From an optimization exercise on the open Yosys and OpenROAD flow, aimed at small area and few clock cycles; shortcuts taken in it are not production practice. Function was checked by simulation only, so behaviour that the tests miss may differ from the original. Power and IR drop assume default switching activity.

// text_to_lcd_command_stream
module text_to_lcd_command_stream #(
	parameter int unsigned PAGE_COUNT = ttlcd_pkg::PageCountDef
) (
	input  logic       clk,
	input  logic       arst_n,
	input  logic       in_valid,
	output logic       in_ready,
	input  logic [7:0] char_code,
	output logic       out_valid,
	input  logic       out_ready,
	output logic [7:0] out_byte,
	output logic       is_data,
	output logic       last
);
	localparam int unsigned PageW = (PAGE_COUNT > 1) ? $clog2(PAGE_COUNT) : 1;
	localparam logic [PageW-1:0] PageMax = PageW'(PAGE_COUNT - 1);
	logic [3:0]       grp_q;
	logic [1:0]       pos_q;
	logic [6:0]       code_q;    
	logic [3:0]       cell_q;    
	logic [PageW-1:0] page_q;
	logic       idle;
	logic       last_byte;
	logic       take;
	logic       step;
	logic [7:0] col_cur;
	logic [7:0] mirrored;
	logic [6:0] glyph;
	logic [6:0] glyph_q;
	logic       shown;
	assign idle = grp_q[3] & (pos_q == 2'd3);
	assign last_byte = grp_q[3] & (pos_q == 2'd2);
	assign in_ready = idle | (last_byte & out_ready);
	assign take = in_valid & in_ready;
	assign step = out_ready & ~idle;
	always_ff @(posedge clk or negedge arst_n) begin
		if (!arst_n) begin
			grp_q <= 4'd8;
			pos_q <= 2'd3;
			cell_q <= '0;
			page_q <= '0;
		end else begin
			if (take) begin
				grp_q <= '0;
				pos_q <= '0;
			end else if (step) begin
				{grp_q, pos_q} <= {grp_q, pos_q} + 6'd1;
			end
			if (step & last_byte) begin
				{page_q, cell_q} <= {page_q, cell_q} + 7'd1;
			end
		end
	end
	always_ff @(posedge clk) begin
		if (in_ready) begin
			code_q <= {char_code[6:5] & ~{2{char_code[7]}}, char_code[4:0]};
		end
	end
	assign col_cur = {1'b0, cell_q, 3'b000} + {4'b0, grp_q};
	assign mirrored = ttlcd_pkg::LastColumn - col_cur;
	ttlcd_rom u_font (
		.code(code_q),
		.col (grp_q),
		.data(glyph),
		.shown(shown)
	);
	always_ff @(posedge clk) begin
		glyph_q <= glyph;
	end
	assign out_valid = ~idle;
	assign is_data = (pos_q == 2'd3);
	assign last = last_byte;
	always_comb begin
		case (pos_q)
			2'd0: out_byte = ttlcd_pkg::CmdPage + 8'(page_q);
			2'd1: out_byte = ttlcd_pkg::CmdColHigh + {4'b0, mirrored[7:4]};
			2'd2: out_byte = ttlcd_pkg::CmdColLow + {4'b0, mirrored[3:0]};
			default: out_byte = {1'b0, shown ? glyph_q : 7'd0};
  ...
clock: 5.0 ns
lec_check: 0
cap_margin: 20
core_margin: 2
core_utilization: 30
gpl_timing_driven: 0
place_density: 0.5
setup_slack_margin: 0.2
slew_margin: 20
synth_memory_max_bits: 16384
standard.sh (not shown) runs the stock make flow with config.mk's settings and CLKGATE_MAP_FILE= SYNTH_SCRIPT=/design/flow/synth_recipe.tcl, a recipe that flattens the netlist after the stock synthesis.
==> flow/flow/run.sh <==
#!/bin/bash
# Layout flow: the standard layout (standard.sh) with these changes to how it is made:
#  - synthesis: ABC maps the combinational logic with flow/abc_area_map.script (choices,
#    then area-oriented mapping) in place of ORFS's abc_area.script, and Yosys's half/full
#    adder extraction is skipped (ADDER_MAP_FILE empty) so ABC optimises those gates with
#    the rest. Registers are mapped by dfflibmap before either step, exactly as in the
#    standard synthesis, and synth_recipe.tcl's flatten and renaming are kept as they are;
#  - every input and output port still gets its own buffer, a sky130_fd_sc_hd__buf_1
#    (BUFFER_PORTS_ARGS) instead of the larger cell buffer_ports picks by default.
# Each tool's output goes to ORFS's logs under orfs/logs/; make's own output to
# make_finish.log here.
set -euo pipefail
W=$(pwd)
sed -e 's#log_cmd abc {\*}$abc_args#log_cmd abc {*}[lreplace $abc_args 1 1 '"$W"'/flow/abc_area_map.script]#' \
	"$FLOW_HOME/scripts/synth.tcl" > "$W/synth_area.tcl"
grep -q 'abc_area_map.script' "$W/synth_area.tcl"
sed -e "s#\$::env(SCRIPTS_DIR)/synth.tcl#$W/synth_area.tcl#" "$W/synth_recipe.tcl" > "$W/synth_wrap.tcl"
grep -q 'synth_area.tcl' "$W/synth_wrap.tcl"
bash "$W/standard.sh" SYNTH_SCRIPT="$W/synth_wrap.tcl" ADDER_MAP_FILE= \
	BUFFER_PORTS_ARGS="-buffer_cell sky130_fd_sc_hd__buf_1" finish > "$W/make_finish.log" 2>&1
==> flow/flow/abc_area_map.script <==
strash
 dc2
 &get -n
 &syn2
 &dch -f
 &nf -R 1000
 &put
 topo
 stime -c
Testbench counts at the start, summed over its fixed seeds: cycles 84,008.
Next try:
==> flow/flow/abc_area_map.script (replaced) <==
strash
 dch -f
 amap
 topo
 stime -c
The new run completed without violations.
Synthesized cell count falls by about 0.7%.
Die area came out lower by about 3.8%.
Combinational power rose by about 17%.
Via count came out lower by 3.5%.
Setup slack is worse by 190 ps.
Critical path depth went up by 2.
Final area went down by 3.9%.
Utilization is higher by 0.47 points.
Next try:
==> flow/flow/abc_area_map.script (replaced) <==
strash
 &get -n
 &dch -f
 &nf -D 3000 -R 1000
 &put
 topo
 stime -c
Settings changed: PLACE_DENSITY 0.5 to 0.55, SETUP_SLACK_MARGIN 0.2 to 0.3.
Result:
- final area came out lower by 1.6%
- first-iteration DRC count rises by 66%
- worst setup slack gains 69 ps
- cell count is lower by 4.6%
- non-clock buffer count grows by 2
- wire length decreases by 7.7%
- via count barely changes
- total power falls by 15%
- die area increases by 0.75%
- clock power is lower by about 3%

* * *

Setup of job 101:
Another version of the RTL of text_to_lcd_command_stream (not shown whole).
Size: about 430 cells after synthesis, about 27 flip-flops, ~0.0029 mm^2 of cells after synthesis.
clock: 5.0 ns
lec_check: 0
cap_margin: 20
core_margin: 2
core_utilization: 30
gpl_timing_driven: 0
place_density: 0.5
setup_slack_margin: 0.2
slew_margin: 20
synth_memory_max_bits: 16384
==> flow/flow/abc_area_map.script <==
strash
 dc2
 &get -n
 &syn2
 &dch -f
 &nf -R 1000
 &put
 topo
 stime -c
Scripts as last shown in full above: flow/flow/run.sh
Job 101 did not stop at any stage, and its layout met the timing, DRC and antenna checks.
Testbench counts of job 101, summed over its fixed seeds: cycles 84,008.
Changes in job 102 relative to job 101:
Settings: changing SETUP_SLACK_MARGIN from 0.2 to 0.1; changing PLACE_DENSITY from 0.5 to 0.6.
Notes after the runs:
Job 102: done, clean on timing, DRC and antenna
Going from job 101 to job 102, time the final worst path needs with I/O delays and setup grows by 3.4 ps.
Job 102 drops more vias than job 101.
Diff job 101..job 102 | clock network area share | negligible
What job 103 does differently from job 102 at the input level:
Settings: PLACE_DENSITY now 0.5, was 0.6; GPL_TIMING_DRIVEN no longer set, was 0; SETUP_SLACK_MARGIN now 0.2, was 0.1.
--- outcome ---
- Cell count, job 102 and job 103: lower on job 102
- Final clock period utilization by the worst path (job 103 over job 102): decrease, 4.3 points
- Diff job 102 -> job 103: global-route wire length before repair has increased; weighted congestion reported at the end of routability-driven placement has decreased.
For job 104, these inputs were changed with respect to job 103:
Settings: GPL_TIMING_DRIVEN newly set to 0.
diff --git a/flow/flow/run.sh b/flow/flow/run.sh
--- a/flow/flow/run.sh
+++ b/flow/flow/run.sh
@@ -7,0 +8,2 @@
+#  - after global routing, cells off the critical paths are sized down again
+#    (RECOVER_POWER, OpenROAD's power recovery, which also recovers area);
@@ -20 +22 @@
-	BUFFER_PORTS_ARGS="-buffer_cell sky130_fd_sc_hd__buf_1" finish > "$W/make_finish.log" 2>&1
+	BUFFER_PORTS_ARGS="-buffer_cell sky130_fd_sc_hd__buf_1" RECOVER_POWER=100 finish > "$W/make_finish.log" 2>&1
==> notes.md <==
On clock distribution area overhead in the final layout, job 104 and job 103 are basically level. The final reports for job 104 and job 103 show buffer and inverter count on the worst path lower in the former. Number of failing hold endpoints at the final stage: job 104 vs job 103 — no meaningful difference. Summary of job 104 over job 103: post-layout total power moved down; fmax shrank by 9.9 MHz; count of input and output buffers was more or less identical; final area saw a decrease.

[static timing again, ports no longer ideal]
Ports are ideal in the flow. The routed layouts listed here were re-timed in OpenROAD. Step 1 assumes that a clkbuf_16 drives the clock port and a buf_2 every other input. Step 2 also shifts input and output timing later by t, the mid clock arrival at the registers, as if the neighbouring blocks saw the same clock. a / b / c = ideal / step 1 / step 2; a / b = the first two.
| run | shift t [ns] | setup WS [ns] | latest minus earliest clock arrival (ns) |
|---|---|---|---|
| the first run of note 1 | 0.292 | 0.453 / 0.453 / 0.453 | 0.009 / 0.009 |
| the second run of note 1 | 0.303 | 0.259 / 0.259 / 0.259 | 0.005 / 0.005 |
| the third run of note 1 | 0.290 | 0.328 / 0.328 / 0.328 | 0.009 / 0.010 |
| job 101 | 0.297 | 0.345 / 0.345 / 0.345 | 0.012 / 0.013 |
| job 102 | 0.302 | 0.342 / 0.342 / 0.342 | 0.006 / 0.006 |
| job 103 | 0.296 | 0.555 / 0.555 / 0.555 | 0.013 / 0.013 |
| job 104 | 0.298 | 0.350 / 0.350 / 0.350 | 0.012 / 0.012 |
After both steps setup and hold are still met in every run listed.
